Context: an optimization exercise on an open-source flow, tuned for small area. The choices shown serve that exercise and are no tape-out recipe. The RTL was checked by simulation tests, not by an equivalence proof against the original design. Power figures rest on the tool's default switching activity, not on a simulated workload. The clock port is modelled as an ideal driver; clocking choices that lean on that would not hold on a real chip.

==> flow/run.sh <==
#!/bin/bash
# Standard layout, with the port buffers made from the smallest buffer cell
# and a clock tree of fewer, larger leaf clusters without dummy loads.
set -euo pipefail
export BUFFER_PORTS_ARGS="-buffer_cell sky130_fd_sc_hd__buf_1"
export CTS_ARGS="-sink_clustering_enable -repair_clock_nets -sink_clustering_size 30 -sink_clustering_max_diameter 80 -buf_list {sky130_fd_sc_hd__clkbuf_16} -dont_use_dummy_load"
bash standard.sh > standard.log 2>&1
==> standard.sh <==
#!/bin/bash
# synth_recipe.tcl (not shown) runs the flow's synth.tcl, then flattens the netlist and writes it again
# the make line also repeats each setting of config.mk as NAME=value (left out here)
make -C /OpenROAD-flow-scripts/flow DESIGN_CONFIG=/design/flow/config.mk WORK_HOME=/design/flow/orfs CLKGATE_MAP_FILE= SYNTH_SCRIPT=/design/flow/synth_recipe.tcl "${@:-finish}"
==> config.mk <==
export PLATFORM = sky130hd
export DESIGN_NAME = hash_jtree_elastic
export DESIGN_NICKNAME = hash_jtree_elastic
export VERILOG_FILES = /design/flow/design.v
export SDC_FILE = /design/flow/constraint.sdc
export NUM_CORES = 4
export LEC_CHECK = 0
export CAP_MARGIN = 20
export CORE_AREA = 5 5 335 335
export DIE_AREA = 0 0 340 340
export SLEW_MARGIN = 20
export SYNTH_HIERARCHICAL = 1
export SYNTH_MINIMUM_KEEP_SIZE = 0
==> constraint.sdc <==
create_clock -name core_clock -period 5.0 [get_ports {clk}]
set_input_delay 1.0000 -clock core_clock [delete_from_list [all_inputs] [get_ports {clk}]]
set_output_delay 1.0000 -clock core_clock [all_outputs]
set_load 0.01 [all_outputs]
==> design.v <==
package hash_jtree_elastic_pkg;
    localparam int MASK_MAX = 32;
endpackage
module hash_xor2 (
    input  logic a,
    input  logic b,
    output logic y
);
    assign y = a ^ b;
endmodule
module tree_hash_lane (
    input  logic [19:0] x,
    input  logic [19:0] y,
    output logic [7:0]  hx,
    output logic [7:0]  hy
);
    logic [19:0] c [2];
    logic [7:0]  a [2];
    logic [7:0]  b [2];
    logic [1:0]  p2, p3;
    assign c[0] = x;
    assign c[1] = y;
    for (genvar k = 0; k < 2; k++) begin : g_c
        hash_xor2 uA0 (.a(c[k][0]),  .b(c[k][15]), .y(a[k][0]));
        hash_xor2 uA1 (.a(c[k][1]),  .b(c[k][8]),  .y(a[k][1]));
        hash_xor2 uP2 (.a(c[k][2]),  .b(c[k][9]),  .y(p2[k]));
        hash_xor2 uA2 (.a(p2[k]),    .b(c[k][16]), .y(a[k][2]));
        hash_xor2 uP3 (.a(c[k][3]),  .b(c[k][10]), .y(p3[k]));
        hash_xor2 uA3 (.a(p3[k]),    .b(c[k][17]), .y(a[k][3]));
        hash_xor2 uB2 (.a(c[k][11]), .b(c[k][18]), .y(b[k][2]));
        hash_xor2 uA4 (.a(b[k][2]),  .b(c[k][4]),  .y(a[k][4]));
        hash_xor2 uB4 (.a(c[k][5]),  .b(c[k][12]), .y(b[k][4]));
        hash_xor2 uA5 (.a(b[k][4]),  .b(c[k][19]), .y(a[k][5]));
        hash_xor2 uA6 (.a(c[k][6]),  .b(c[k][13]), .y(a[k][6]));
        hash_xor2 uA7 (.a(c[k][7]),  .b(c[k][14]), .y(a[k][7]));
        hash_xor2 uB3 (.a(c[k][4]),  .b(c[k][19]), .y(b[k][3]));
        hash_xor2 uB6 (.a(a[k][7]),  .b(c[k][0]),  .y(b[k][6]));
        hash_xor2 uB7 (.a(a[k][1]),  .b(c[k][15]), .y(b[k][7]));
        assign b[k][0] = a[k][2];
        assign b[k][1] = a[k][3];
        assign b[k][5] = a[k][6];
    end
    for (genvar j = 0; j < 8; j++) begin : g_o
        hash_xor2 uHx (.a(a[0][j]), .b(b[1][j]), .y(hx[j]));
        hash_xor2 uHy (.a(a[1][j]), .b(b[0][j]), .y(hy[j]));
    end
endmodule
module jitter_or (
    input  logic s,
    input  logic h,
    input  logic m,
    output logic y
);
    assign y = s | (h & m);
endmodule
module hash_jtree_elastic #(
    parameter int SIGFIG     = 24,
    parameter int RADIX      = 10,
    parameter int VERTS      = 3,
    parameter int AXIS       = 3,
    parameter int COLORS     = 3,
    parameter int SAMPS      = 4,
    parameter int PIPE_DEPTH = 2
) (
    input  logic                                        clk,
    input  logic                                        rst,
    input  logic                                        in_valid,
    output logic                                        in_ready,
    input  logic signed [VERTS-1:0][AXIS-1:0][SIGFIG-1:0] tri_in,
    input  logic [COLORS-1:0][SIGFIG-1:0]               color_in,
    input  logic signed [1:0][SAMPS-1:0][SIGFIG-1:0]    sample_in,
    input  logic [SAMPS-1:0]                            validSamp_in,
    input  logic [3:0]                                  subSample,
    input  logic                                        jitter_en,
    output logic                                        out_valid,
    input  logic                                        out_ready,
    output logic signed [VERTS-1:0][AXIS-1:0][SIGFIG-1:0] tri_out,
    output logic [COLORS-1:0][SIGFIG-1:0]               color_out,
    output logic signed [1:0][SAMPS-1:0][SIGFIG-1:0]    sample_out,
    output logic [SAMPS-1:0]                            validSamp_out,
    output logic                                        cfg_err
);
    localparam int PW = VERTS*AXIS*SIGFIG + COLORS*SIGFIG + 2*SAMPS*SIGFIG + SAMPS;
    logic                              oneHot;
    logic [7:0]                        mask;
    logic [SAMPS-1:0][7:0]             hashX, hashY, jitX, jitY;
    logic [1:0][SAMPS-1:0][SIGFIG-1:0] jitSample;
    always_comb begin
        oneHot = 1'b1;
        mask   = 8'h00;
        case (subSample)
            4'b1000: mask = 8'hFF;
            4'b0100: mask = 8'h7F;
            4'b0010: mask = 8'h3F;
            4'b0001: mask = 8'h1F;
            default: oneHot = 1'b0;
        endcase
        if (!jitter_en) mask = 8'h00;
    end
    for (genvar i = 0; i < SAMPS; i++) begin : g_lane
        tree_hash_lane uHash (
            .x  (sample_in[0][i][SIGFIG-1:4]),
            .y  (sample_in[1][i][SIGFIG-1:4]),
            .hx (hashX[i]),
            .hy (hashY[i])
        );
    end
    for (genvar i = 0; i < SAMPS; i++) begin : g_jit
        for (genvar b = 0; b < 8; b++) begin : g_bit
            jitter_or uJx (.s(sample_in[0][i][2+b]), .h(hashX[i][b]), .m(mask[b]),
                           .y(jitX[i][b]));
            jitter_or uJy (.s(sample_in[1][i][2+b]), .h(hashY[i][b]), .m(mask[b]),
                           .y(jitY[i][b]));
        end
        assign jitSample[0][i] = {sample_in[0][i][SIGFIG-1:RADIX], jitX[i],
                                  sample_in[0][i][1:0]};
        assign jitSample[1][i] = {sample_in[1][i][SIGFIG-1:RADIX], jitY[i],
                                  sample_in[1][i][1:0]};
    end
    logic          v0, v1, adv, cfgErr_q;
    logic [PW-1:0] d0, d1;
    assign adv      = !v1 || out_ready;
    assign in_ready = !v0 || adv;
    always_ff @(posedge clk) begin
        if (rst) begin
            v0       <= 1'b0;
            v1       <= 1'b0;
            cfgErr_q <= 1'b0;
        end else begin
            v0       <= in_valid || !in_ready;
            v1       <= v0 || !adv;
            cfgErr_q <= cfgErr_q || (in_valid && in_ready && !oneHot);
        end
    end
    always_ff @(posedge clk) begin
        if (in_ready) d0 <= {tri_in, color_in, jitSample, validSamp_in};
        if (adv)      d1 <= d0;
    end
    assign out_valid = v1;
    assign {tri_out, color_out, sample_out, validSamp_out} = d1;
    assign cfg_err = cfgErr_q;
endmodule
==> results.txt, run 1 <==
Reg clk slew, reported paths=0.11 ns; GRT Resource Usage Total=15.2%; row cnt=121; Arrival @ worst endpoint=1.72 ns; Max stage delay on crit path=0.39 ns; most common library cell in the layout ignoring fill and taps=buf_1; Initial Util=28.9%; synthesized cell area=31400 µm²; H-tree depth=2; Synth-to-Final Area Change=22.1%; Yosys reg bits=971; clk buf depth=3; root buffer cell=clkbuf_16; post-synthesis instance total=1242; Mapped Avg Cell Area=25.3 µm²; synth unique cells=17; outcome=timing/DRC/antenna clean; cts hold-fix bufs=0; R2R Path Start=v1; # DRC=0; largest net degree at the start of global routing=153; worst-path maximum fanout=3; Slew Limit Fails=0; worst slew pin tran=1.04 ns; pwr dens=386 nW/µm²; post-route ant nets=0; worst-skew pair later-pin latency=0.65 ns; chip width=340 µm; unrepaired setup endpoints after global routing=no; final setup margin=2.28 ns; P_leak=13.4 nW; grt total ovfl=0; Final HPWL DP=71800 µm; post-placement cell area=37100 µm²; DIE AREA=116000 µm²; RR Endpoint=d0[437]; crit start category=input port; Setup Skew=0.0619 ns; start point of the critical path=out_ready; WL per Instance=24.9 µm; post-cts gate resize count=0; crit end category=output port; setup TNS=0 ns; Post-CTS Setup Bufs=0; final instance area=38300 µm²; Reg2Reg Depth=3; Routed WL=92400 µm; number of global-route vias before repair=15772; routed vias=15746; slew margin rel.=30.7%; Worst R2R Setup Slack=2.76 ns; crit-path leading delay family=simple AND/OR/NAND/NOR gates; Final Hold Viols=0; placer congestion estimate=0.910; Net Count, Synth=1735; Yosys warning count=13; Vias/cell=4.24; critical path's most frequent cell=buf_1; CP Class=in -> out; first-pass GRT wire length=124000 µm; sequential area share after synthesis=92.9%; max-cap check violation count=0; initial DRC count=1093; Stages on worst setup path=3; CP Cell Sequence=buf_1, nand3b_1, buf_1; final setup violation count=0; Clock Sinks=971; first drt pass iteration count=5; Final Non-Filler Cells=3714; core area=109000 µm²; Peak VDD IR=0.234 mV; most frequent cells in the layout=buf_1, edfxtp_1, xor2_1; Max Fclk=368 MHz; CTS tree=done; nets@finish=2792; Vert. Die Dim=340 µm; pre-CTS WS=1.81 ns; Tmin final=2.72 ns; placed insts=3665; CTS Buf Count=46; Worst path slowest cell=nand3b_1; Port-buffer cells=979; share of post-route cells with drive strength above 1=3.53%; Critical Path RT=4.00 ns; hold crit path type=reg -> reg; initial antenna violation count=21; crit path capture=in_ready; Worst Path Buf+Inv=2; # IOs=980; crit share post-route=54.4%
-- kinds of logic (layout without fill, tap and decap cells) --
group,after synthesis,after routing,share of synthesized area [%]
other,0,3,0
AND/OR/NAND/NOR,11,11,0.235
AO/OA/AOI/OAI,70,70,1.64
XOR/XNOR,187,187,5.22
buffers and inverters,3,1058,0.0359
flip-flops,971,971,92.9
-- Yosys cell counts --
cell type  count  area share, %
edfxtp_1     968             93
xor2_1       185            5.2
a21o_1        64            1.5
dfxtp_1        3           0.19
inv_1          3          0.036
a21oi_1        2          0.032
nand3b_1       2          0.048
nor2_1         2          0.024
nor3b_1        2          0.048
o21ai_0        2          0.032
or4b_1         2          0.064
xnor2_1        2          0.056
and2_1         1          0.020
nand2_1        1          0.012
nand2b_1       1          0.020
o22ai_1        1          0.020
o311ai_1       1          0.028
-- metal layers --
metal  routed length [µm]  global-route usage, %  share of wire (%)
met1                34500                   18.1                 37
met2                46500                   26.4                 50
met3                 8850                   5.32                9.6
met4                 2400                   3.74                2.6
met5                  151                      0               0.16
-- worst reg2reg max path, stage by stage (launching register included) --
cell,delay (ns)
dfxtp_1,0.36
nand3b_1,0.36
buf_12,0.28
buf_12,0.51
-- modules after synthesis, one instance, submodules excluded, excerpt --
module | flip-flops and latches | area [µm²] | times used
hash_jtree_elastic | 971 | 29300 | 1
jitter_or | 0 | 7.51 | 64
hash_xor2 | 0 | 8.76 | 184
-- power breakdown --
part	switching (mW)	internal, mW
Clock	2.34	1.65
Sequential	0.194	9.54
Combinational	0.743	0.330
-- state kept, by name, indices dropped and copies added, names as in the netlist --
register	cells
d0	484
cfgErr_q	1
v1	1
d1	484
v0	1
-- worst min path at each step --
stage | cells after the start | to | start | slack [ns]
2_1_floorplan | 0 | d1[0] | d0[0] | 0.40
3_3_place_gp | 0 | d1[220] | d0[220] | 0.40
3_5_place_dp | 0 | d1[157] | d0[157] | 0.40
4_1_cts | 0 | d1[275] | d0[275] | 0.35
5_1_grt | 0 | d1[275] | d0[275] | 0.35
6_report | 0 | d1[275] | d0[275] | 0.35
-- stage by stage --
| step | hold WS, ns | power, mW | utilization [%] |
|---|---|---|---|
| after floorplan | 0.400 | 10.4 | - |
| after global placement | 0.400 | 11.0 | 34.2 |
| after detailed placement | 0.405 | 11.0 | 34.2 |
| after CTS | 0.351 | 15.0 | 35.3 |
| after global routing | 0.352 | 15.4 | 35.3 |
| final | 0.350 | 14.8 | 35.3 |
-- layout make-up --
type                    instances  area [µm²]
diodes                          3        7.51
clock buffers                  46        1150
fillers                     10293       70200
inverters                       3        11.3
multi-input cells             268        2250
flip-flops and latches        971       29100
well taps                    1414        1770
repair buffers               1009        3990
==> run 2: changes to the inputs <==
==> flow/run.sh (replaced) <==
#!/bin/bash
# Standard layout, with the port buffers made from the smallest buffer cell
# and a clock tree of fewer, larger leaf clusters without dummy loads.
set -euo pipefail
export BUFFER_PORTS_ARGS="-buffer_cell sky130_fd_sc_hd__buf_1"
export CTS_ARGS="-sink_clustering_enable -repair_clock_nets -sink_clustering_size 18 -sink_clustering_max_diameter 60 -buf_list {sky130_fd_sc_hd__clkbuf_8} -dont_use_dummy_load"
bash standard.sh > standard.log 2>&1
==> results.txt, run 2 <==
Peak VDD IR=0.228 mV (was 0.234 mV); nets@finish=2826 (was 2792); Setup Skew=0.0826 ns (was 0.0619 ns); Fill cells=10311 (was 10293); Worst path slowest cell=nand3b_1 (unchanged); outcome=timing/DRC/antenna clean (unchanged); Yosys reg bits=971 (unchanged); post-cts gate resize count=0 (unchanged); Routed WL=93000 µm (was 92400 µm); pre-CTS WS=1.81 ns (unchanged); Internal Power=11.3 mW (was 11.5 mW); Max Fclk=369 MHz (was 368 MHz); asr flop ratio synth=0% (unchanged); Final Non-Filler Cells=3751 (was 3714); Clock Power Share=26.2% (was 27.0%); total power=14.6 mW (was 14.8 mW); sw frac=22.8% (was 22.2%); slew margin rel.=30.5% (was 30.7%); # DRC=0 (unchanged); Max stage delay on crit path=0.38 ns (was 0.39 ns); most frequent cells in the layout=buf_1, edfxtp_1, xor2_1 (unchanged); post-synth top area cell=edfxtp_1 (unchanged); Seq pwr share=66.5% (was 65.8%); sequential area share after synthesis=92.9% (unchanged); crit-path leading delay family=simple AND/OR/NAND/NOR gates (unchanged); Net Count, Synth=1735 (unchanged); Vert. Die Dim=340 µm (unchanged); first-pass GRT wire length=126000 µm (was 124000 µm); final instance area=38300 µm² (about the same); crit share post-route=54.2% (was 54.4%); library cell with the highest instance count after synthesis=edfxtp_1 (unchanged); Arrival @ worst endpoint=1.71 ns (was 1.72 ns); post-route ant nets=0 (unchanged); Commonest cells post-synth=edfxtp_1, xor2_1, a21o_1, dfxtp_1, inv_1 (unchanged); Combinational Power Share=7.3% (about the same); CTS tree=done (unchanged); worst slew pin tran=1.04 ns (about the same); share of post-route cells with drive strength above 1=4.93% (was 3.53%); share of the synthesized area in the top cell type=92.7% (unchanged); unrepaired setup endpoints after global routing=no (unchanged); setup TNS=0 ns (unchanged); post-synthesis instance total=1242 (unchanged); Port-buffer cells=979 (unchanged); synth unique cells=17 (unchanged); worst-path maximum fanout=3 (unchanged); P_leak=13.4 nW (about the same); Final HPWL DP=71800 µm (unchanged); number of synthesized flops with an enable pin=968 (unchanged); initial DRC count=1019 (was 1093); CP Cell Sequence=buf_1, nand3b_1, buf_1 (unchanged); Clock Sinks=971 (unchanged); sw power=3.34 mW (was 3.28 mW); root buffer cell=clkbuf_8 (was clkbuf_16); Reg clk slew, reported paths=0.10 ns (was 0.11 ns); Vias/cell=4.25 (was 4.24); initial antenna violation count=25 (was 21); clk buf depth=3 (unchanged); crit end category=output port (unchanged); first drt pass iteration count=6 (was 5); synthesized cell area=31400 µm² (unchanged); placed insts=3665 (unchanged); Synth-to-Final Area Change=22.0% (was 22.1%); # IOs=980 (unchanged); core area=109000 µm² (unchanged); grt total ovfl=0 (unchanged); number of global-route vias before repair=16080 (was 15772); Final Hold Viols=0 (unchanged); CTS Buf Count=80 (was 46); routed vias=15931 (was 15746); Mapped Avg Cell Area=25.3 µm² (unchanged); crit start category=input port (unchanged); placer congestion estimate=0.910 (unchanged); H-tree depth=3 (was 2); max-cap check violation count=0 (unchanged); worst-skew pair later-pin latency=0.73 ns (was 0.65 ns); Slew Limit Fails=0 (unchanged); Top Registers=d0: 484 flops, d1: 484 flops (unchanged); Initial Util=28.9% (unchanged); Yosys warning count=13 (unchanged); hold crit path type=reg -> reg (unchanged); post-placement cell area=37100 µm² (unchanged); most common library cell in the layout ignoring fill and taps=buf_1 (unchanged); Main synth FF type=edfxtp_1 (unchanged); final setup margin=2.29 ns (was 2.28 ns); pwr dens=383 nW/µm² (was 386 nW/µm²); largest net degree at the start of global routing=153 (unchanged); Synth area leaders=edfxtp_1, xor2_1, a21o_1 (unchanged); cts hold-fix bufs=0 (unchanged); CP Class=in -> out (unchanged); row cnt=121 (unchanged); WL per Instance=24.8 µm (was 24.9 µm); critical path's most frequent cell=buf_1 (unchanged); Post-CTS Setup Bufs=0 (unchanged); GRT Resource Usage Total=15.4% (was 15.2%); final setup violation count=0 (unchanged); Worst Path Buf+Inv=2 (unchanged); DIE AREA=116000 µm² (unchanged); Critical Path RT=4.00 ns (about the same); chip width=340 µm (unchanged); Tmin final=2.71 ns (was 2.72 ns)
[run 2: path summary, 6_finish.rpt]
kind / from / end / slack, ns / cells past startpoint
worst max-delay path: out_ready / in_ready / 2.29 / 3
worst min-delay path: d0[78] / d1[78] / 0.34 / 0
worst max register to register: v1 / d0[333] / 2.77 / 3
worst min register to register: d0[78] / d1[78] / 0.34 / 0
[run 2: cells by family after synthesis]
logic type / share of synthesized area, %
AOI/OAI and AO/OA: 1.64
and+or+nand+nor: 0.235
xor gates and xnor gates: 5.22
buffers and inverters: 0.0359
DFF: 92.9
[run 2: power by group through the flow]
stage	clock, mW	sequential (mW)	combinational [mW]
after floorplan	0	10.1	0.272
after global placement	0	9.91	1.10
after detailed placement	0	9.92	1.10
after CTS	4.01	9.74	1.11
after global routing	4.32	9.78	1.16
final	3.84	9.73	1.07
[run 2: per-layer routing]
| metal | global-route usage [%] | vias to the layer above | routed length [µm] | share of wire (%) |
|---|---|---|---|---|
| met5 | 0 | - | 177 | 0.19 |
| met4 | 3.67 | 26 | 2120 | 2.3 |
| met3 | 5.79 | 156 | 9090 | 9.8 |
| met2 | 26.7 | 766 | 46800 | 50 |
| met1 | 18.1 | 8005 | 34800 | 37 |
| li1 | - | 6978 | - | - |
[run 2: per-stage QoR]
stage / utilization (%) / hold WS (ns)
after floorplan: - / 0.400
after global placement: 34.2 / 0.400
after detailed placement: 34.2 / 0.405
after CTS: 35.2 / 0.289
after global routing: 35.2 / 0.320
final: 35.2 / 0.337
[run 2: layout make-up]
| type | instances | area, µm² | area share, % |
|---|---|---|---|
| multi-input cells | 268 | 2250 | 5.88 |
| diodes | 6 | 15.0 | 0.0392 |
| well taps | 1414 | 1770 | 4.62 |
| inverters | 3 | 11.3 | 0.0294 |
| flip-flops and latches | 971 | 29100 | 76.1 |
| repair buffers | 1009 | 3990 | 10.4 |
| clock buffers | 80 | 1100 | 2.88 |
[run 2: worst reg2reg max path: stages (launching register included)]
cell	delay (ns)
dfxtp_1	0.36
nand3b_1	0.35
buf_12	0.27
buf_12	0.51
[run 2: Yosys stat by module, one instance, submodules excluded, a selection]
| module | flip-flops and latches | cells |
|---|---|---|
| hash_jtree_elastic | 971 | 994 |
| jitter_or | 0 | 1 |
| hash_xor2 | 0 | 1 |
==> run 3: changes to the inputs <==
==> flow/run.sh (replaced) <==
#!/bin/bash
# Standard layout, with the port buffers made from the smallest buffer cell
# and a clock tree of fewer, larger leaf clusters without dummy loads.
set -euo pipefail
export BUFFER_PORTS_ARGS="-buffer_cell sky130_fd_sc_hd__buf_1"
export CTS_ARGS="-sink_clustering_enable -repair_clock_nets -sink_clustering_size 22 -sink_clustering_max_diameter 50 -buf_list {sky130_fd_sc_hd__clkbuf_8} -dont_use_dummy_load"
bash standard.sh > standard.log 2>&1
--- a/config.mk
+++ b/config.mk
@@ -9,4 +9,5 @@
 export CORE_AREA = 5 5 335 335
 export DIE_AREA = 0 0 340 340
+export PLACE_DENSITY = 0.8
 export SLEW_MARGIN = 20
 export SYNTH_HIERARCHICAL = 1
==> results.txt, run 3 <==
initial antenna violation count=24 (was 25); grt total ovfl=0 (unchanged); Yosys warning count=13 (unchanged); hold-critical path depth=0 (unchanged); Mapped Avg Cell Area=25.3 µm² (unchanged); Vert. Die Dim=340 µm (unchanged); Post-CTS Setup Bufs=0 (unchanged); largest net degree at the start of global routing=152 (was 153); # DRC=0 (unchanged); Synth-to-Final Area Change=22.3% (was 22.0%); routed vias=16123 (was 15931); worst slew pin tran=1.14 ns (was 1.04 ns); clk buf depth=3 (unchanged); number of global-route vias before repair=16592 (was 16080); Max Fclk=372 MHz (was 369 MHz); Net Count, Synth=1735 (unchanged); Reg clk slew, reported paths=0.06 ns (was 0.10 ns); slew margin rel.=23.7% (was 30.5%); Vias/cell=4.30 (was 4.25); crit end category=output port (unchanged); P_leak=13.4 nW (about the same); Arrival @ worst endpoint=1.69 ns (was 1.71 ns); Initial Util=28.9% (unchanged); Peak VDD IR=0.249 mV (was 0.228 mV); pwr dens=384 nW/µm² (was 383 nW/µm²); initial DRC count=1314 (was 1019); first-pass GRT wire length=125000 µm (was 126000 µm); Yosys reg bits=971 (unchanged); Critical Path RT=4.00 ns (about the same); share of the synthesized area in the top cell type=92.7% (unchanged); Multi-input gate area=2250 µm² (about the same); final setup violation count=0 (unchanged); Post-Route Utilization=35.3% (was 35.2%); first drt pass iteration count=5 (was 6); post-cts gate resize count=0 (unchanged); sequential area share after synthesis=92.9% (unchanged); nets@finish=2827 (was 2826); cts hold-fix bufs=0 (unchanged); CP Class=in -> out (unchanged); placer congestion estimate=0.869 (was 0.910); worst-skew pair later-pin latency=0.75 ns (was 0.73 ns); synth unique cells=17 (unchanged); library cell with the highest instance count after synthesis=edfxtp_1 (unchanged); top layer in use=met5 (unchanged); unrepaired setup endpoints after global routing=no (unchanged); crit share post-route=53.8% (was 54.2%); Final Hold Viols=0 (unchanged); Setup Skew=0.0914 ns (was 0.0826 ns); Top Registers=d0: 484 flops, d1: 484 flops (unchanged); DIE AREA=116000 µm² (unchanged); H-tree depth=3 (unchanged); outcome=timing/DRC/antenna clean (unchanged); Fill cells=10069 (was 10311); core area=109000 µm² (unchanged); CTS Buf Count=86 (was 80); most frequent cells in the layout=buf_1, edfxtp_1, xor2_1 (unchanged); Routed WL=92400 µm (was 93000 µm); Reg2Reg Depth=3 (unchanged); crit start category=input port (unchanged); most common library cell in the layout ignoring fill and taps=buf_1 (unchanged); GRT Resource Usage Total=15.2% (was 15.4%); wire length on met3=10400 µm (was 9090 µm); total power=14.7 mW (was 14.6 mW); Tmin final=2.69 ns (was 2.71 ns); # IOs=980 (unchanged); Main synth FF type=edfxtp_1 (unchanged); worst-path maximum fanout=4 (was 3); Commonest cells post-synth=edfxtp_1, xor2_1, a21o_1, dfxtp_1, inv_1 (unchanged); WL per Instance=24.6 µm (was 24.8 µm); Slew Limit Fails=0 (unchanged); max-cap check violation count=0 (unchanged); chip width=340 µm (unchanged); hold crit path type=reg -> reg (unchanged); share of post-route cells with drive strength above 1=4.97% (was 4.93%); WL met2=47000 µm (was 46800 µm); Port-buffer cells=979 (unchanged); Final HPWL DP=72300 µm (was 71800 µm); asr flop ratio synth=0% (unchanged); CTS tree=done (unchanged); Sequential cell area=29100 µm² (unchanged); post-route ant nets=0 (unchanged); post-synth top area cell=edfxtp_1 (unchanged); routed length on met1=32700 µm (was 34800 µm); Clock Sinks=971 (unchanged); synthesized cell area=31400 µm² (unchanged); root buffer cell=clkbuf_8 (unchanged); post-synthesis instance total=1242 (unchanged); Synth area leaders=edfxtp_1, xor2_1, a21o_1 (unchanged); number of synthesized flops with an enable pin=968 (unchanged); row cnt=121 (unchanged)
==> run 3: cell count changes in the layout (fill, tap and decap cells not counted) <==
cell	change
buf_4	-8
diode_2	+1
buf_12	+3
clkbuf_8	+6
and2_4	-1
and2_2	+1
==> run 3: critical path, stage by stage <==
cell and delay, ns:
buf_1 0.08, nand3b_1 0.37, buf_1 0.23
==> run 3: per-layer routing <==
layer	vias to the layer above	global-route usage (%)
met5	-	0
met2	873	26.7
li1	6985	-
met1	8112	17.2
met4	18	3.80
met3	135	6.47
==> run 3: final timing paths <==
check / slack [ns] / end / startpoint
worst max-delay path: 2.31 / in_ready / out_ready
worst min-delay path: 0.34 / d1[167] / d0[167]
worst max register to register: 2.81 / d0[297] / v1
worst min register to register: 0.34 / d1[167] / d0[167]
==> run 3: report_power, final <==
| part | internal, mW | switching (mW) |
|---|---|---|
| clock | 1.53 | 2.36 |
| sequential | 9.54 | 0.189 |
| combinational | 0.331 | 0.768 |
==> run 3: logic make-up (layout without fill, tap and decap cells) <==
kind of cell / count (synthesis) / after routing / synth area share [%]
xor+xnor: 187 / 187 / 5.22
compound gates: 70 / 70 / 1.64
flops: 971 / 971 / 92.9
buf+inv: 3 / 1093 / 0.0359
other cells: 0 / 7 / 0
simple gates: 11 / 11 / 0.235
==> run 3: metrics by stage <==
stage	hold WS, ns	setup WS, ns	cell area (µm²)	cells	setup TNS, ns
6_report	0.345	2.31	38300	3753	0
5_1_grt	0.290	2.16	38300	3748	0
4_1_cts	0.279	2.18	38300	3746	0
3_5_place_dp	0.405	1.69	37100	3660	0
3_3_place_gp	0.400	1.73	37100	3660	0
2_1_floorplan	0.400	-11.26	31400	1242	-9597.45
==> run 3: area by class of cell <==
type,instances,share of cell area (%)
Sequential cell,971,76.0
Timing Repair Buffer,1004,10.4
Multi-Input combinational cell,268,5.86
Tap cell,1414,4.61
Clock buffer,86,3.09
Antenna cell,7,0.0457
Inverter,3,0.0294
==> run 3: Yosys stat by module (local to each module, per instance), a selection <==
module / cell area [µm²] / cells inside / copies in the design / flip-flops and latches
jitter_or: 7.51 / 1 / 64 / 0
hash_jtree_elastic: 29300 / 994 / 1 / 971
hash_xor2: 8.76 / 1 / 184 / 0
==> run 4: changes to the inputs <==
==> flow/run.sh (replaced) <==
#!/bin/bash
# Standard layout, with the port buffers made from the smallest buffer cell
# and a clock tree of fewer, larger leaf clusters without dummy loads.
set -euo pipefail
export BUFFER_PORTS_ARGS="-buffer_cell sky130_fd_sc_hd__buf_1"
export CTS_ARGS="-sink_clustering_enable -repair_clock_nets -sink_clustering_size 36 -sink_clustering_max_diameter 60 -buf_list {sky130_fd_sc_hd__clkbuf_16} -dont_use_dummy_load"
bash standard.sh > standard.log 2>&1
==> results.txt, run 4 <==
final setup margin=2.25 ns (was 2.31 ns); Synth Area in Compound Gates=1.64% (unchanged); synth unique cells=17 (unchanged); Synth-to-Final Area Change=24.5% (was 22.3%); CP Class=in -> reg (was in -> out); total power=16.0 mW (was 14.7 mW); sequential area share after synthesis=92.9% (unchanged); Mapped Avg Cell Area=25.3 µm² (unchanged); worst-skew pair later-pin latency=0.65 ns (was 0.75 ns); post-route ant nets=0 (unchanged); # IOs=980 (unchanged); P_leak=13.7 nW (was 13.4 nW); hold_ws=0.349 ns (was 0.345 ns); Initial Util=28.9% (unchanged); number of global-route vias before repair=16562 (was 16592); max-cap check violation count=0 (unchanged); Vert. Die Dim=340 µm (unchanged); hold crit path type=reg -> reg (unchanged); Yosys warning count=13 (unchanged); crit share post-route=55.1% (was 53.8%); DIE AREA=116000 µm² (unchanged); number of synthesized flops with an enable pin=968 (unchanged); Vias/cell=4.32 (was 4.30); unrepaired setup endpoints after global routing=no (unchanged); cts hold-fix bufs=0 (unchanged); post-synth top area cell=edfxtp_1 (unchanged); Setup Skew=0.0960 ns (was 0.0914 ns); GRT Resource Usage Total=15.3% (was 15.2%); post-synthesis mux area share=0% (unchanged); most frequent cells in the layout=buf_1, edfxtp_1, xor2_1 (unchanged); Peak VDD IR=0.254 mV (was 0.249 mV); chip width=340 µm (unchanged); pre-CTS WS=1.69 ns (unchanged); Synth Area in Adders=0% (unchanged); Post-CTS Setup Bufs=0 (unchanged); Max Fclk=363 MHz (was 372 MHz); slew margin rel.=23.3% (was 23.7%); # DRC=0 (unchanged); Synth Area in Simple Gates=0.235% (unchanged); pwr dens=409 nW/µm² (was 384 nW/µm²); Synth area leaders=edfxtp_1, xor2_1, a21o_1 (unchanged); initial antenna violation count=25 (was 24); nets@finish=2816 (was 2827); CTS Buf Count=75 (was 86); clk buf depth=3 (unchanged); Clock Sinks=971 (unchanged); Post-Route Utilization=36.0% (was 35.3%); asr flop ratio synth=0% (unchanged); crit start category=input port (unchanged); crit end category=flop (was output port); Reg clk slew, reported paths=0.09 ns (was 0.06 ns); post-synthesis instance total=1242 (unchanged); Net Count, Synth=1735 (unchanged); CTS tree=done (unchanged); Critical Path RT=5.42 ns (was 4.00 ns); core area=109000 µm² (unchanged); outcome=timing/DRC/antenna clean (unchanged); Main synth FF type=edfxtp_1 (unchanged); root buffer cell=clkbuf_16 (was clkbuf_8); routed vias=16165 (was 16123); largest net degree at the start of global routing=152 (unchanged); grt total ovfl=0 (unchanged); share of the synthesized area in the top cell type=92.7% (unchanged); Routed WL=92500 µm (was 92400 µm); most common library cell in the layout ignoring fill and taps=buf_1 (unchanged); H-tree depth=3 (unchanged); Commonest cells post-synth=edfxtp_1, xor2_1, a21o_1, dfxtp_1, inv_1 (unchanged); largest family of logic cells by synthesized area=XOR/XNOR gates (unchanged); placer congestion estimate=0.869 (unchanged); first drt pass iteration count=5 (unchanged); Final HPWL DP=72300 µm (unchanged); initial DRC count=1189 (was 1314); Final Hold Viols=0 (unchanged); library cell with the highest instance count after synthesis=edfxtp_1 (unchanged); synthesized cell area=31400 µm² (unchanged); final setup violation count=0 (unchanged); Tmin final=2.75 ns (was 2.69 ns); worst slew pin tran=1.15 ns (was 1.14 ns); Final Non-Filler Cells=3744 (was 3753); Top Registers=d0: 484 flops, d1: 484 flops (unchanged); row cnt=121 (unchanged); Fill cells=9975 (was 10069); post-synthesis xor/xnor area fraction=5.22% (unchanged); share of post-route cells with drive strength above 1=4.52% (was 4.97%); worst-path maximum fanout=40 (was 4); placed insts=3660 (unchanged); first-pass GRT wire length=124000 µm (was 125000 µm); Port-buffer cells=979 (unchanged); post-cts gate resize count=0 (unchanged); Arrival @ worst endpoint=3.17 ns (was 1.69 ns); Slew Limit Fails=0 (unchanged); Yosys reg bits=971 (unchanged); WL per Instance=24.7 µm (was 24.6 µm)
## run 4: cell counts after synthesis
No cell type changed its count.
## run 4: cells by family after synthesis
kind of cell / after synthesis
DFF: 971
xor gates and xnor gates: 187
AOI/OAI and AO/OA: 70
and+or+nand+nor: 11
buffers and inverters: 3
## run 4: power breakdown
group          leakage, nW  total (mW)  switching, mW  internal, mW
sequential            10.2        9.74          0.189          9.55
clock                0.924        5.14           2.50          2.64
combinational         2.62        1.10          0.772         0.331
## run 4: layer usage
layer  track usage, %  wire [µm]  vias to the layer above
met1             17.1      32000                     8151
met2             25.4      45600                      844
met3             6.55      10700                      167
met4             6.91       4120                       22
li1                 -          -                     6981
met5                0        138                        -
## run 4: area by class of cell
type / count / area [µm²] / area share [%]
Inverter: 3 / 11.3 / 0.0288
Tap cell: 1414 / 1770 / 4.53
Multi-Input combinational cell: 268 / 2250 / 5.76
Sequential cell: 971 / 29100 / 74.6
Clock buffer: 75 / 1880 / 4.81
Timing Repair Buffer: 1004 / 3990 / 10.2
Antenna cell: 9 / 22.5 / 0.0577
## run 4: worst max-delay path, cell delays in order
cell and delay (ns):
buf_1 0.33, or4b_1 0.48, o311ai_1 0.14, and2_2 0.94, a21o_1 0.21
## run 4: worst paths after layout
check / startpoint / cells after the start / endpoint / slack [ns]
min reg2reg: d0[281] / 0 / d1[281] / 0.35
max: subSample[2] / 5 / d0[126] / 2.25
min: d0[281] / 0 / d1[281] / 0.35
max reg2reg: v1 / 3 / d0[297] / 2.81
## run 4: stage by stage
stage / TNS [ns] / area, µm²
global placement: 0 / 37100
global route: 0 / 39000
floorplan: -9597.45 / 31400
finish: 0 / 39000
detailed placement: 0 / 37100
CTS: 0 / 39000
## run 4: per-module statistics from Yosys (local to each module, per instance), a selection
module,cells inside,flops+latches,area [µm²],times used
hash_jtree_elastic,994,971,29300,1
jitter_or,1,0,7.51,64
hash_xor2,1,0,8.76,184
==> run 5: changes to the inputs <==
==> flow/run.sh (replaced) <==
#!/bin/bash
# Standard layout, with the port buffers made from the smallest buffer cell
# and a clock tree of fewer, larger leaf clusters without dummy loads.
set -euo pipefail
export BUFFER_PORTS_ARGS="-buffer_cell sky130_fd_sc_hd__buf_1"
export CTS_ARGS="-sink_clustering_enable -repair_clock_nets -sink_clustering_size 18 -sink_clustering_max_diameter 150 -buf_list {sky130_fd_sc_hd__clkbuf_8} -dont_use_dummy_load"
bash standard.sh > standard.log 2>&1
--- a/config.mk
+++ b/config.mk
@@ -9,5 +9,4 @@
 export CORE_AREA = 5 5 335 335
 export DIE_AREA = 0 0 340 340
-export PLACE_DENSITY = 0.8
 export SLEW_MARGIN = 20
 export SYNTH_HIERARCHICAL = 1
==> results.txt, run 5 <==
Clock Sinks=971 (unchanged); worst slew pin tran=1.02 ns (was 1.15 ns); sequential area share after synthesis=92.9% (unchanged); initial antenna violation count=20 (was 25); unrepaired setup endpoints after global routing=no (unchanged); core area=109000 µm² (unchanged); number of synthesized flops with an enable pin=968 (unchanged); synthesized cell area=31400 µm² (unchanged); post-synthesis mux area share=0% (unchanged); chip width=340 µm (unchanged); Yosys warning count=13 (unchanged); post-synthesis xor/xnor area fraction=5.22% (unchanged); Reg clk slew, reported paths=0.12 ns (was 0.09 ns); slew margin rel.=31.9% (was 23.3%); grt total ovfl=0 (unchanged); Setup Skew=0.0810 ns (was 0.0960 ns); Slew Limit Fails=0 (unchanged); Final Hold Viols=0 (unchanged); Synth Area in Simple Gates=0.235% (unchanged); Tmin final=2.74 ns (was 2.75 ns); Routed WL=93000 µm (was 92500 µm); post-synthesis instance total=1242 (unchanged); CP Class=in -> out (was in -> reg); Final HPWL DP=71800 µm (was 72300 µm); post-cts gate resize count=0 (unchanged); # DRC=0 (unchanged); CTS tree=done (unchanged); clk buf depth=3 (unchanged); Top Registers=d0: 484 flops, d1: 484 flops (unchanged); # IOs=980 (unchanged); share of post-route cells with drive strength above 1=4.07% (was 4.52%); Critical Path RT=4.00 ns (was 5.42 ns); share of the synthesized area in the top cell type=92.7% (unchanged); Vert. Die Dim=340 µm (unchanged); first drt pass iteration count=4 (was 5); initial DRC count=1075 (was 1189); Net Count, Synth=1735 (unchanged); routed vias=15784 (was 16165); Commonest cells post-synth=edfxtp_1, xor2_1, a21o_1, dfxtp_1, inv_1 (unchanged); worst-path maximum fanout=3 (was 40); Synth area leaders=edfxtp_1, xor2_1, a21o_1 (unchanged); final setup violation count=0 (unchanged); post-synth top area cell=edfxtp_1 (unchanged); post-placement cell area=37100 µm² (unchanged); Synth-to-Final Area Change=21.0% (was 24.5%); row cnt=121 (unchanged); Synth Area in Compound Gates=1.64% (unchanged); Main synth FF type=edfxtp_1 (unchanged); WL per Instance=24.9 µm (was 24.7 µm); root buffer cell=clkbuf_8 (was clkbuf_16); P_leak=13.2 nW (was 13.7 nW); largest family of logic cells by synthesized area=XOR/XNOR gates (unchanged); total power=14.2 mW (was 16.0 mW); nets@finish=2805 (was 2816); hold crit path type=reg -> reg (unchanged); Arrival @ worst endpoint=1.74 ns (was 3.17 ns); most frequent cells in the layout=buf_1, edfxtp_1, xor2_1 (unchanged); pwr dens=373 nW/µm² (was 409 nW/µm²); placer congestion estimate=0.910 (was 0.869); crit share post-route=54.7% (was 55.1%); Peak VDD IR=0.241 mV (was 0.254 mV); number of global-route vias before repair=15895 (was 16562); Yosys reg bits=971 (unchanged); crit end category=output port (was flop); crit start category=input port (unchanged); synth unique cells=17 (unchanged); H-tree depth=2 (was 3); CTS Buf Count=59 (was 75); max-cap check violation count=0 (unchanged); final instance area=38000 µm² (was 39000 µm²); Worst R2R Setup Slack=2.79 ns (was 2.81 ns); largest net degree at the start of global routing=153 (was 152); Final Non-Filler Cells=3728 (was 3744); outcome=timing/DRC/antenna clean (unchanged); GRT Resource Usage Total=15.2% (was 15.3%); Post-Route Utilization=35.0% (was 36.0%); Mapped Avg Cell Area=25.3 µm² (unchanged); Initial Util=28.9% (unchanged); Synth Area in Adders=0% (unchanged); placed insts=3665 (was 3660); Post-CTS Setup Bufs=0 (unchanged); library cell with the highest instance count after synthesis=edfxtp_1 (unchanged); cts hold-fix bufs=0 (unchanged); DIE AREA=116000 µm² (unchanged); post-route ant nets=0 (unchanged); Port-buffer cells=979 (unchanged); asr flop ratio synth=0% (unchanged); Max Fclk=366 MHz (was 363 MHz); first-pass GRT wire length=125000 µm (was 124000 µm); most common library cell in the layout ignoring fill and taps=buf_1 (unchanged); Vias/cell=4.23 (was 4.32); worst-skew pair later-pin latency=0.75 ns (was 0.65 ns)
==> run 5: cell types whose count changed in the layout (fill, tap and decap cells not counted), sizes merged <==
cell and delta:
clkbuf -16, diode -5, buf +5
==> run 5: critical path, stage by stage <==
cell and delay (ns):
buf_1 0.08, nand3b_1 0.40, buf_1 0.25
==> run 5: cell families after synthesis <==
logic type / after synthesis
DFF: 971
xor gates and xnor gates: 187
AOI/OAI and AO/OA: 70
and+or+nand+nor: 11
buffers and inverters: 3
==> run 5: metrics by stage <==
stage,setup TNS [ns],hold slack (ns),setup WS (ns)
6_report,0,0.369,2.26
5_1_grt,0,0.298,2.13
4_1_cts,0,0.265,2.13
3_5_place_dp,0,0.405,1.81
3_3_place_gp,0,0.400,1.85
2_1_floorplan,-9597.45,0.400,-11.26
==> run 5: path summary, 6_finish.rpt <==
| check | from | end | cells past startpoint |
|---|---|---|---|
| max | out_ready | in_ready | 3 |
| min | d0[7] | d1[7] | 0 |
| max reg2reg | v1 | d0[196] | 3 |
| min reg2reg | d0[7] | d1[7] | 0 |
==> run 5: cell type report <==
cell class                      count  area [µm²]
Multi-Input combinational cell    268        2250
Inverter                            3        11.3
Sequential cell                   971       29100
Tap cell                         1414        1770
Antenna cell                        4        10.0
Fill cell                       10332       70600
Timing Repair Buffer             1009        3990
Clock buffer                       59         812
==> run 5: where the power goes <==
| part | total, mW | switching (mW) | internal (mW) |
|---|---|---|---|
| combinational | 1.07 | 0.743 | 0.330 |
| sequential | 9.73 | 0.194 | 9.54 |
| clock | 3.37 | 2.31 | 1.06 |
==> run 5: modules after synthesis, one instance, submodules excluded, a selection <==
module / cells inside / area (µm²)
hash_jtree_elastic: 994 / 29300
hash_xor2: 1 / 8.76
jitter_or: 1 / 7.51
==> run 5: routing by layer <==
layer	track usage, %	vias up	wire length (µm)
li1	-	6937	-
met1	18.2	8016	35600
met2	26.8	705	47000
met3	5.27	108	8350
met4	3.13	18	1850
met5	0	-	120
==> run 6: changes to the inputs <==
==> flow/run.sh (replaced) <==
#!/bin/bash
# Standard layout, with the port buffers made from the smallest buffer cell
# and a clock tree of fewer, larger leaf clusters without dummy loads.
set -euo pipefail
export BUFFER_PORTS_ARGS="-buffer_cell sky130_fd_sc_hd__buf_1"
export CTS_ARGS="-sink_clustering_enable -repair_clock_nets -sink_clustering_size 30 -sink_clustering_max_diameter 150 -buf_list {sky130_fd_sc_hd__clkbuf_16} -dont_use_dummy_load"
bash standard.sh > standard.log 2>&1
==> results.txt, run 6 <==
share of post-route cells with drive strength above 1=3.19% (was 4.07%); worst-skew pair later-pin latency=0.63 ns (was 0.75 ns); chip width=340 µm (unchanged); final setup violation count=0 (unchanged); worst-path maximum fanout=3 (unchanged); CTS Buf Count=38 (was 59); Max Fclk=367 MHz (was 366 MHz); most common library cell in the layout ignoring fill and taps=buf_1 (unchanged); Initial Util=28.9% (unchanged); post-synth top area cell=edfxtp_1 (unchanged); initial antenna violation count=18 (was 20); first drt pass iteration count=5 (was 4); pwr dens=379 nW/µm² (was 373 nW/µm²); max-cap check violation count=0 (unchanged); grt total ovfl=0 (unchanged); CP Class=in -> out (unchanged); sw power=3.21 mW (was 3.25 mW); nets@finish=2784 (was 2805); library cell with the highest instance count after synthesis=edfxtp_1 (unchanged); clk buf depth=3 (unchanged); crit end category=output port (unchanged); Sequential cell area=29100 µm² (unchanged); post-synthesis instance total=1242 (unchanged); Net Count, Synth=1735 (unchanged); Multi-input gate area=2250 µm² (unchanged); Slew Limit Fails=0 (unchanged); # DRC=0 (unchanged); unrepaired setup endpoints after global routing=no (unchanged); Seq pwr share=67.3% (was 68.7%); worst slew pin tran=1.06 ns (was 1.02 ns); Tmin final=2.73 ns (was 2.74 ns); pre-CTS WS=1.81 ns (unchanged); Critical Path RT=4.00 ns (about the same); Arrival @ worst endpoint=1.73 ns (was 1.74 ns); placed insts=3665 (unchanged); outcome=timing/DRC/antenna clean (unchanged); Synth area leaders=edfxtp_1, xor2_1, a21o_1 (unchanged); Yosys warning count=13 (unchanged); initial DRC count=1103 (was 1075); post-cts gate resize count=0 (unchanged); Clock Sinks=971 (unchanged); Synth-to-Final Area Change=21.5% (was 21.0%); GRT Resource Usage Total=15.1% (was 15.2%); routed vias=15673 (was 15784); CTS tree=done (unchanged); crit share post-route=54.6% (was 54.7%); H-tree depth=2 (unchanged); Post-CTS Setup Bufs=0 (unchanged); Commonest cells post-synth=edfxtp_1, xor2_1, a21o_1, dfxtp_1, inv_1 (unchanged); Top Registers=d0: 484 flops, d1: 484 flops (unchanged); cts hold-fix bufs=0 (unchanged); Final Non-Filler Cells=3705 (was 3728); Routed WL=92300 µm (was 93000 µm); sw frac=22.2% (was 22.9%); core area=109000 µm² (unchanged); DIE AREA=116000 µm² (unchanged); Port-buffer cells=979 (unchanged); # IOs=980 (unchanged); Setup Skew=0.0462 ns (was 0.0810 ns); Main synth FF type=edfxtp_1 (unchanged); final setup margin=2.27 ns (was 2.26 ns); Reg clk slew, reported paths=0.10 ns (was 0.12 ns); placer congestion estimate=0.910 (unchanged); WL per Instance=24.9 µm (about the same); asr flop ratio synth=0% (unchanged); synthesized cell area=31400 µm² (unchanged); hold_ws=0.381 ns (was 0.369 ns); crit start category=input port (unchanged); most frequent cells in the layout=buf_1, edfxtp_1, xor2_1 (unchanged); Peak VDD IR=0.258 mV (was 0.241 mV); Vias/cell=4.23 (about the same); number of synthesized flops with an enable pin=968 (unchanged); Fill cells=10298 (was 10332); Yosys reg bits=971 (unchanged); synth unique cells=17 (unchanged); hold crit path type=reg -> reg (unchanged); Vert. Die Dim=340 µm (unchanged); slew margin rel.=29.6% (was 31.9%); Clock Power Share=25.3% (was 23.8%); Combinational Power Share=7.4% (was 7.6%); root buffer cell=clkbuf_16 (was clkbuf_8); largest net degree at the start of global routing=153 (unchanged); number of global-route vias before repair=15760 (was 15895); Internal Power=11.2 mW (was 10.9 mW); P_leak=13.3 nW (was 13.2 nW); Final HPWL DP=71800 µm (unchanged); row cnt=121 (unchanged); share of the synthesized area in the top cell type=92.7% (unchanged); post-route ant nets=0 (unchanged); Post-Route Utilization=35.1% (was 35.0%); sequential area share after synthesis=92.9% (unchanged); Final Hold Viols=0 (unchanged); Mapped Avg Cell Area=25.3 µm² (unchanged); first-pass GRT wire length=124000 µm (was 125000 µm)
-- run 6: cells by family after synthesis --
| group | count (synthesis) | synth area share (%) |
|---|---|---|
| buffers and inverters | 3 | 0.0359 |
| flip-flops | 971 | 92.9 |
| AO/OA/AOI/OAI | 70 | 1.64 |
| XOR/XNOR | 187 | 5.22 |
| AND/OR/NAND/NOR | 11 | 0.235 |
-- run 6: layout make-up --
class	count	area share (%)
inverters	3	0.0296
repair buffers	1009	10.5
diodes	2	0.0131
flip-flops and latches	971	76.4
multi-input cells	268	5.90
clock buffers	38	2.50
well taps	1414	4.64
-- run 6: final timing paths --
kind / depth (start not counted) / slack [ns] / from / to
worst min-delay path: 0 / 0.38 / d0[183] / d1[183]
worst max register to register: 3 / 2.77 / v1 / d0[265]
worst max-delay path: 3 / 2.27 / out_ready / in_ready
worst min register to register: 0 / 0.38 / d0[183] / d1[183]
-- run 6: stage by stage --
stage | TNS [ns] | power (mW) | instance area (µm²)
floorplan | -9597.45 | 10.4 | 31400
global placement | 0 | 11.0 | 37100
detailed placement | 0 | 11.0 | 37100
CTS | 0 | 14.7 | 38100
global route | 0 | 15.0 | 38100
finish | 0 | 14.5 | 38100
-- run 6: critical path: stages --
cell	delay, ns
buf_1	0.08
nand3b_1	0.40
buf_1	0.25
-- run 6: modules after synthesis, one instance, submodules excluded, a selection --
module,cells inside,copies in the design,flip-flops and latches
hash_jtree_elastic,994,1,971
hash_xor2,1,184,0
jitter_or,1,64,0
-- run 6: power by group through the flow --
stage	Clock (mW)	Combinational [mW]	Sequential [mW]
after detailed placement	0	1.10	9.92
after global placement	0	1.10	9.91
after floorplan	0	0.272	10.1
after CTS	3.83	1.11	9.74
after global routing	4.11	1.16	9.78
final	3.66	1.07	9.73
-- run 6: layer usage --
layer	GRT usage [%]	wire length, µm	vias up
met3	5.19	8270	101
met5	0	140	-
met1	18.1	35000	7956
met2	26.7	46900	695
li1	-	-	6899
met4	3.15	1970	22
==> run 7: changes to the inputs <==
--- a/config.mk
+++ b/config.mk
@@ -6,8 +6,8 @@
 export NUM_CORES = 4
 export LEC_CHECK = 0
-export CAP_MARGIN = 20
+export CAP_MARGIN = 5
 export CORE_AREA = 5 5 335 335
 export DIE_AREA = 0 0 340 340
-export SLEW_MARGIN = 20
+export SLEW_MARGIN = 5
 export SYNTH_HIERARCHICAL = 1
 export SYNTH_MINIMUM_KEEP_SIZE = 0
==> results.txt, run 7 <==
outcome=timing/DRC/antenna clean (unchanged); synthesized cell area=31400 µm² (unchanged); start point of the critical path=out_ready (unchanged); Routed WL=92300 µm (about the same); Slew Limit Fails=0 (unchanged); Reg2Reg Depth=3 (unchanged); grt total ovfl=0 (unchanged); routed vias=15670 (was 15673); cts hold-fix bufs=0 (unchanged); Port-buffer cells=979 (unchanged); pwr dens=379 nW/µm² (about the same); Commonest cells post-synth=edfxtp_1, xor2_1, a21o_1, dfxtp_1, inv_1 (unchanged); R2R Path Start=v1 (unchanged); chip width=340 µm (unchanged); Fill cells=10297 (was 10298); number of global-route vias before repair=15760 (unchanged); Reg clk slew, reported paths=0.10 ns (about the same); Final HPWL DP=71800 µm (unchanged); Synth area leaders=edfxtp_1, xor2_1, a21o_1 (unchanged); post-synthesis instance total=1242 (unchanged); Mapped Avg Cell Area=25.3 µm² (unchanged); row cnt=121 (unchanged); # DRC=0 (unchanged); worst-skew pair later-pin latency=0.63 ns (about the same); WL per Instance=24.9 µm (about the same); first-pass GRT wire length=124000 µm (unchanged); library cell with the highest instance count after synthesis=edfxtp_1 (unchanged); clk buf depth=3 (unchanged); initial antenna violation count=18 (unchanged); Vert. Die Dim=340 µm (unchanged); Vias/cell=4.23 (about the same); post-route ant nets=0 (unchanged); Hold Path End=d1[183] (unchanged); final instance area=38100 µm² (about the same); crit start category=input port (unchanged); Sequential cell area=29100 µm² (unchanged); post-cts gate resize count=0 (unchanged); critical path's most frequent cell=buf_1 (unchanged); crit end category=output port (unchanged); asr flop ratio synth=0% (unchanged); DIE AREA=116000 µm² (unchanged); placed insts=3665 (unchanged); first drt pass iteration count=5 (unchanged); Max Fclk=367 MHz (unchanged); core area=109000 µm² (unchanged); Setup Skew=0.0461 ns (was 0.0462 ns); Worst path slowest cell=nand3b_1 (unchanged); Post-CTS Setup Bufs=0 (unchanged); GRT Resource Usage Total=15.1% (unchanged); post-synth top area cell=edfxtp_1 (unchanged); initial DRC count=1103 (unchanged); hold-critical path depth=0 (unchanged); Worst R2R Setup Slack=2.77 ns (about the same); Arrival @ worst endpoint=1.73 ns (about the same); synth unique cells=17 (unchanged); worst slew pin tran=1.12 ns (was 1.06 ns); Initial Util=28.9% (unchanged); sequential area share after synthesis=92.9% (unchanged); # IOs=980 (unchanged); number of synthesized flops with an enable pin=968 (unchanged); placer congestion estimate=0.910 (unchanged); Synth-to-Final Area Change=21.5% (about the same); Main synth FF type=edfxtp_1 (unchanged); RR Endpoint=d0[265] (unchanged); Yosys warning count=13 (unchanged); CP Cell Sequence=buf_1, nand3b_1, buf_1 (unchanged); share of post-route cells with drive strength above 1=3.19% (unchanged); Max stage delay on crit path=0.40 ns (about the same); worst-path maximum fanout=3 (unchanged); top layer in use=met5 (unchanged); unrepaired setup endpoints after global routing=no (unchanged); wire length on met3=8270 µm (about the same); Peak VDD IR=0.258 mV (about the same); share of the synthesized area in the top cell type=92.7% (unchanged); most frequent cells in the layout=buf_1, edfxtp_1, xor2_1 (unchanged); Final Non-Filler Cells=3705 (unchanged); Yosys reg bits=971 (unchanged); final setup violation count=0 (unchanged); post-placement cell area=37100 µm² (unchanged); CTS Buf Count=38 (unchanged); WL met2=46900 µm (about the same); Critical Path RT=4.00 ns (about the same); root buffer cell=clkbuf_16 (unchanged); CTS tree=done (unchanged); Top Registers=d0: 484 flops, d1: 484 flops (unchanged); P_leak=13.3 nW (about the same); Multi-input gate area=2250 µm² (about the same); hold crit path type=reg -> reg (unchanged); slew margin rel.=25.0% (was 29.6%); Final Hold Viols=0 (unchanged); H-tree depth=2 (unchanged); routed length on met1=35000 µm (about the same); nets@finish=2784 (unchanged); Tmin final=2.73 ns (unchanged); CP Class=in -> out (unchanged); crit share post-route=54.6% (unchanged); largest net degree at the start of global routing=153 (unchanged); Clock Sinks=971 (unchanged); max-cap check violation count=0 (unchanged); most common library cell in the layout ignoring fill and taps=buf_1 (unchanged); Net Count, Synth=1735 (unchanged); Hold Startpoint=d0[183] (unchanged)
## run 7: cell counts after synthesis
Identical to the previous run, type by type.
## run 7: worst max-delay path: cells and delay by family
kind	cells	cell delay, ns
AND/OR/NAND/NOR	1	0.40
buffers and inverters	2	0.33
## run 7: kinds of logic after synthesis
kind of cell              count (synthesis)  share of synthesized area, %
buffers and inverters                     3                        0.0359
xor gates and xnor gates                187                          5.22
DFF                                     971                          92.9
AOI/OAI and AO/OA                        70                          1.64
and+or+nand+nor                          11                         0.235
## run 7: power breakdown
part	switching, mW	internal (mW)	leakage [nW]	total, mW
logic	0.742	0.330	2.62	1.07
clock network	2.28	1.38	0.468	3.66
registers	0.193	9.54	10.2	9.73
total	3.21	11.2	13.3	14.5
## run 7: area by class of cell
type | count | share of cell area [%]
Inverter | 3 | 0.0296
Antenna cell | 2 | 0.0131
Clock buffer | 38 | 2.50
Multi-Input combinational cell | 268 | 5.90
Tap cell | 1414 | 4.64
Sequential cell | 971 | 76.5
Timing Repair Buffer | 1009 | 10.5
## run 7: how the worst max path moves through the flow
stage / endpoint / slack (ns) / cells past startpoint
finish: in_ready / 2.27 / 3
global route: in_ready / 2.26 / 3
CTS: in_ready / 2.28 / 3
detailed placement: d0[151] / 1.81 / 5
global placement: d0[154] / 1.85 / 5
floorplan: d0[0] / -11.26 / 1
## run 7: metrics by stage
stage	hold WS, ns	setup TNS (ns)	setup WS (ns)	power (mW)	utilization (%)
final	0.381	0	2.27	14.5	35.1
after global routing	0.379	0	2.26	15.0	35.1
after CTS	0.363	0	2.28	14.7	35.1
after detailed placement	0.405	0	1.81	11.0	34.2
after global placement	0.400	0	1.85	11.0	34.2
after floorplan	0.400	-9597.45	-11.26	10.4	-
## run 7: per-module statistics from Yosys, one instance, submodules excluded, excerpt
module,copies in the design,flip-flops and latches,area (µm²)
hash_jtree_elastic,1,971,29300
hash_xor2,184,0,8.76
jitter_or,64,0,7.51
## run 7: routing by layer
metal  vias to the layer above  GRT usage [%]
met5                         -              0
met4                        22           3.15
met3                       101           5.19
met2                       693           26.7
met1                      7954           18.1
li1                       6900              -
==> run 8: changes to the inputs <==
==> flow/run.sh (replaced) <==
#!/bin/bash
# Standard layout, with the port buffers made from the smallest buffer cell
# and a clock tree of fewer, larger leaf clusters without dummy loads.
set -euo pipefail
export BUFFER_PORTS_ARGS="-buffer_cell sky130_fd_sc_hd__buf_1"
export CTS_ARGS="-sink_clustering_enable -repair_clock_nets -sink_clustering_size 17 -sink_clustering_max_diameter 150 -buf_list {sky130_fd_sc_hd__clkbuf_8} -dont_use_dummy_load"
bash standard.sh > standard.log 2>&1
==> results.txt, run 8 <==
outcome=timing/DRC/antenna clean (unchanged); WL per Instance=24.9 µm (about the same); post-synthesis instance total=1242 (unchanged); slew margin rel.=24.8% (was 25.0%); Synth-to-Final Area Change=21.4% (was 21.5%); initial DRC count=1051 (was 1103); crit share post-route=54.2% (was 54.6%); Final HPWL DP=71800 µm (unchanged); Initial Util=28.9% (unchanged); Critical Path RT=4.00 ns (about the same); nets@finish=2813 (was 2784); # DRC=0 (unchanged); Net Count, Synth=1735 (unchanged); grt total ovfl=0 (unchanged); most common library cell in the layout ignoring fill and taps=buf_1 (unchanged); root buffer cell=clkbuf_8 (was clkbuf_16); Vias/cell=4.23 (about the same); Peak VDD IR=0.204 mV (was 0.258 mV); synthesized cell area=31400 µm² (unchanged); Arrival @ worst endpoint=1.71 ns (was 1.73 ns); Synth area leaders=edfxtp_1, xor2_1, a21o_1 (unchanged); total power=14.4 mW (was 14.5 mW); final setup violation count=0 (unchanged); Clock Sinks=971 (unchanged); clk buf depth=3 (unchanged); placer congestion estimate=0.910 (unchanged); hold crit path type=reg -> reg (unchanged); Fill cells=10339 (was 10297); max-cap check violation count=0 (unchanged); asr flop ratio synth=0% (unchanged); setup TNS=0 ns (unchanged); Yosys reg bits=971 (unchanged); R2R Path Start=v1 (unchanged); placed insts=3665 (unchanged); worst slew pin tran=1.13 ns (was 1.12 ns); sequential area share after synthesis=92.9% (unchanged); routed vias=15817 (was 15670); Vert. Die Dim=340 µm (unchanged); CP Class=in -> out (unchanged); Mapped Avg Cell Area=25.3 µm² (unchanged); cts hold-fix bufs=0 (unchanged); H-tree depth=3 (was 2); P_leak=13.3 nW (about the same); number of synthesized flops with an enable pin=968 (unchanged); number of global-route vias before repair=16003 (was 15760); post-cts gate resize count=0 (unchanged); pre-CTS WS=1.81 ns (unchanged); post-route ant nets=0 (unchanged); crit end category=output port (unchanged); # IOs=980 (unchanged); CTS tree=done (unchanged); Max Fclk=369 MHz (was 367 MHz); CTS Buf Count=67 (was 38); row cnt=121 (unchanged); GRT Resource Usage Total=15.4% (was 15.1%); Routed WL=93000 µm (was 92300 µm); Commonest cells post-synth=edfxtp_1, xor2_1, a21o_1, dfxtp_1, inv_1 (unchanged); post-synth top area cell=edfxtp_1 (unchanged); library cell with the highest instance count after synthesis=edfxtp_1 (unchanged); unrepaired setup endpoints after global routing=no (unchanged); core area=109000 µm² (unchanged); synth unique cells=17 (unchanged); Port-buffer cells=979 (unchanged); first-pass GRT wire length=125000 µm (was 124000 µm); Tmin final=2.71 ns (was 2.73 ns); first drt pass iteration count=5 (unchanged); Hold Startpoint=d0[22] (was d0[183]); Reg clk slew, reported paths=0.10 ns (about the same); Slew Limit Fails=0 (unchanged); crit start category=input port (unchanged); Top Registers=d0: 484 flops, d1: 484 flops (unchanged); DIE AREA=116000 µm² (unchanged); Final Hold Viols=0 (unchanged); share of the synthesized area in the top cell type=92.7% (unchanged); final setup margin=2.29 ns (was 2.27 ns); initial antenna violation count=26 (was 18); chip width=340 µm (unchanged); most frequent cells in the layout=buf_1, edfxtp_1, xor2_1 (unchanged); share of post-route cells with drive strength above 1=4.40% (was 3.19%); worst-path maximum fanout=3 (unchanged); Post-Route Utilization=35.1% (about the same); start point of the critical path=out_ready (unchanged); worst-skew pair later-pin latency=0.70 ns (was 0.63 ns); Final Non-Filler Cells=3738 (was 3705); Post-CTS Setup Bufs=0 (unchanged); largest net degree at the start of global routing=153 (unchanged); Main synth FF type=edfxtp_1 (unchanged); Setup Skew=0.0711 ns (was 0.0461 ns); Yosys warning count=13 (unchanged); pwr dens=377 nW/µm² (was 379 nW/µm²)
==> run 8: area by class of cell <==
class / instances / area (µm²) / share of cell area [%]
timing repair buffer: 1009 / 3990 / 10.5
antenna: 6 / 15.0 / 0.0394
tap: 1414 / 1770 / 4.65
multi-input combinational: 268 / 2250 / 5.90
inverter: 3 / 11.3 / 0.0296
sequential: 971 / 29100 / 76.5
clock buffer: 67 / 922 / 2.42
==> run 8: layer usage <==
layer	global-route usage (%)	vias up	part of all wire (%)
li1	-	6958	-
met1	17.8	7938	37
met2	26.2	738	50
met3	6.22	155	10
met4	4.75	28	3.1
met5	0	-	0.19
==> run 8: stage by stage <==
stage	hold slack [ns]	area, µm²
floorplan	0.400	31400
global placement	0.400	37100
detailed placement	0.405	37100
CTS	0.340	38100
global route	0.352	38100
finish	0.376	38100
==> run 8: cells by family (layout without fill, tap and decap cells) <==
family | after synthesis | after routing | share of synthesized area (%)
other | 0 | 6 | 0
AND/OR/NAND/NOR | 11 | 11 | 0.235
XOR/XNOR | 187 | 187 | 5.22
flip-flops | 971 | 971 | 92.9
buffers and inverters | 3 | 1079 | 0.0359
AO/OA/AOI/OAI | 70 | 70 | 1.64
==> run 8: report_power, final <==
group	total (mW)	internal [mW]	switching [mW]	leakage (nW)
Sequential	9.73	9.54	0.193	10.2
Clock	3.56	1.21	2.35	0.482
Combinational	1.08	0.330	0.746	2.62
Total	14.4	11.1	3.29	13.3
==> run 8: worst paths after layout <==
kind | end | cells past startpoint | slack [ns]
worst max-delay path | in_ready | 3 | 2.29
worst min-delay path | d1[22] | 0 | 0.38
worst max register to register | d0[440] | 3 | 2.83
worst min register to register | d1[22] | 0 | 0.38
==> run 8: critical path, cell delays in order <==
cell      delay, ns
buf_1          0.08
nand3b_1       0.38
buf_1          0.24
==> run 8: Yosys stat by module, one instance, submodules excluded, excerpt <==
module / area (µm²) / times used / flops+latches / cells inside
hash_jtree_elastic: 29300 / 1 / 971 / 994
hash_xor2: 8.76 / 184 / 0 / 1
jitter_or: 7.51 / 64 / 0 / 1
==> run 9: changes to the inputs <==
--- a/config.mk
+++ b/config.mk
@@ -6,8 +6,9 @@
 export NUM_CORES = 4
 export LEC_CHECK = 0
-export CAP_MARGIN = 5
-export CORE_AREA = 5 5 335 335
-export DIE_AREA = 0 0 340 340
-export SLEW_MARGIN = 5
+export CAP_MARGIN = 20
+export CORE_AREA = 5 5 555 105
+export DIE_AREA = 0 0 560 110
+export PLACE_DENSITY = 0.72
+export SLEW_MARGIN = 20
 export SYNTH_HIERARCHICAL = 1
 export SYNTH_MINIMUM_KEEP_SIZE = 0
==> results.txt, run 9 <==
Max Fclk=377 MHz (was 369 MHz); CTS tree=done (unchanged); largest net degree at the start of global routing=118 (was 153); CP Cell Sequence=buf_1, nand3b_1, buf_1 (unchanged); Initial Util=58.3% (was 28.9%); CTS Buf Count=67 (unchanged); critical path's most frequent cell=buf_1 (unchanged); Top Registers=d0: 484 flops, d1: 484 flops (unchanged); Post-CTS Setup Bufs=0 (unchanged); Worst Path Buf+Inv=2 (unchanged); row cnt=36 (was 121); final setup violation count=0 (unchanged); total power=14.3 mW (was 14.4 mW); GRT Resource Usage Total=24.3% (was 15.4%); cts hold-fix bufs=0 (unchanged); first-pass GRT wire length=105000 µm (was 125000 µm); RR Endpoint=d0[110] (was d0[440]); crit end category=output port (unchanged); pwr dens=384 nW/µm² (was 377 nW/µm²); clk buf depth=3 (unchanged); ANT cells=0 (was 6); Final Non-Filler Cells=3049 (was 3738); Final Hold Viols=0 (unchanged); Critical Path RT=4.00 ns (about the same); Reg2Reg Depth=3 (unchanged); R2R Path Start=v1 (unchanged); worst-skew pair later-pin latency=0.66 ns (was 0.70 ns); Mapped Avg Cell Area=25.3 µm² (unchanged); final instance area=37200 µm² (was 38100 µm²); sequential area share after synthesis=92.9% (unchanged); Clock Sinks=971 (unchanged); Synth-to-Final Area Change=18.5% (was 21.4%); Tmin final=2.65 ns (was 2.71 ns); hold-critical path depth=0 (unchanged); DIE AREA=61600 µm² (was 116000 µm²); Setup Skew=0.0716 ns (was 0.0711 ns); post-placement cell area=36200 µm² (was 37100 µm²); unrepaired setup endpoints after global routing=no (unchanged); most common library cell in the layout ignoring fill and taps=buf_1 (unchanged); first drt pass iteration count=5 (unchanged); synthesized cell area=31400 µm² (unchanged); post-synth top area cell=edfxtp_1 (unchanged); Hold Startpoint=d0[122] (was d0[22]); post-synthesis instance total=1242 (unchanged); crit share post-route=53.1% (was 54.2%); core area=53800 µm² (was 109000 µm²); crit start category=input port (unchanged); initial antenna violation count=6 (was 26); CP Class=in -> out (unchanged); number of global-route vias before repair=15627 (was 16003); Yosys reg bits=971 (unchanged); P_leak=13.3 nW (about the same); Commonest cells post-synth=edfxtp_1, xor2_1, a21o_1, dfxtp_1, inv_1 (unchanged); share of the synthesized area in the top cell type=92.7% (unchanged); chip width=560 µm (was 340 µm); Sequential cell area=29100 µm² (unchanged); routed vias=15661 (was 15817); crit-path leading delay family=buffers and inverters (was simple AND/OR/NAND/NOR gates); H-tree depth=3 (unchanged); outcome=timing/DRC/antenna clean (unchanged); initial DRC count=1458 (was 1051); Slew Limit Fails=0 (unchanged); Vias/cell=5.14 (was 4.23); number of synthesized flops with an enable pin=968 (unchanged); # IOs=980 (unchanged); # DRC=0 (unchanged); root buffer cell=clkbuf_8 (unchanged); Yosys warning count=13 (unchanged); grt total ovfl=0 (unchanged); Peak VDD IR=0.210 mV (was 0.204 mV); Main synth FF type=edfxtp_1 (unchanged)
## run 9: changes by cell type in the layout (fill, tap and decap cells not counted), sizes merged
cell	change
diode	-6
buf	-10
## run 9: logic make-up (layout without fill, tap and decap cells)
logic type	Yosys count	count (layout)	synth area share [%]
buffers and inverters	3	1069	0.0359
and+or+nand+nor	11	11	0.235
xor gates and xnor gates	187	187	5.22
AOI/OAI and AO/OA	70	70	1.64
DFF	971	971	92.9
## run 9: worst max-delay path by stage
stage	start	endpoint	slack, ns	cells after the start
floorplan	out_ready	d0[0]	-11.26	1
global placement	out_ready	d0[111]	1.94	4
detailed placement	out_ready	d0[117]	1.91	4
CTS	out_ready	in_ready	2.32	3
global route	out_ready	in_ready	2.31	3
finish	out_ready	in_ready	2.35	3
## run 9: layout make-up
class	count	share of cell area (%)
Tap cell	741	2.49
Sequential cell	971	78.4
Multi-Input combinational cell	268	6.04
Inverter	3	0.0303
Timing Repair Buffer	999	10.6
Clock buffer	67	2.48
## run 9: layer usage
layer,vias up,part of all wire (%),GRT usage (%)
met4,0,1.7,5.35
met1,8210,39,32.4
met5,-,0,0
li1,6915,-,-
met3,97,5.1,4.88
met2,439,54,42.8
## run 9: through the flow
step	setup TNS (ns)	hold slack (ns)
floorplan	-9597.45	0.400
global placement	0	0.400
detailed placement	0	0.405
CTS	0	0.348
global route	0	0.356
finish	0	0.346
## run 9: worst reg2reg max path, cell delays in order (launching register included)
cell and delay, ns:
dfxtp_1 0.36, nand3b_1 0.17, buf_12 0.43, buf_4 0.84
## run 9: modules after synthesis (local to each module, per instance), a selection
module	cell area, µm²	flops+latches	copies in the design	cells inside
hash_jtree_elastic	29300	971	1	994
hash_xor2	8.76	0	184	1
jitter_or	7.51	0	64	1
## run 9: report_power, final
| part | leakage [nW] | total (mW) | internal, mW | switching [mW] |
|---|---|---|---|---|
| registers | 10.2 | 9.71 | 9.53 | 0.173 |
| clock network | 0.482 | 3.55 | 1.21 | 2.34 |
| logic | 2.59 | 1.03 | 0.329 | 0.697 |

Check on run 9: ideal ports give 2.347 ns setup slack; a clkbuf_16 on the clock port and buf_2 on the inputs give 2.317 ns; moving port delays by the midpoint clock arrival (0.703 ns) as well gives 1.871 ns.
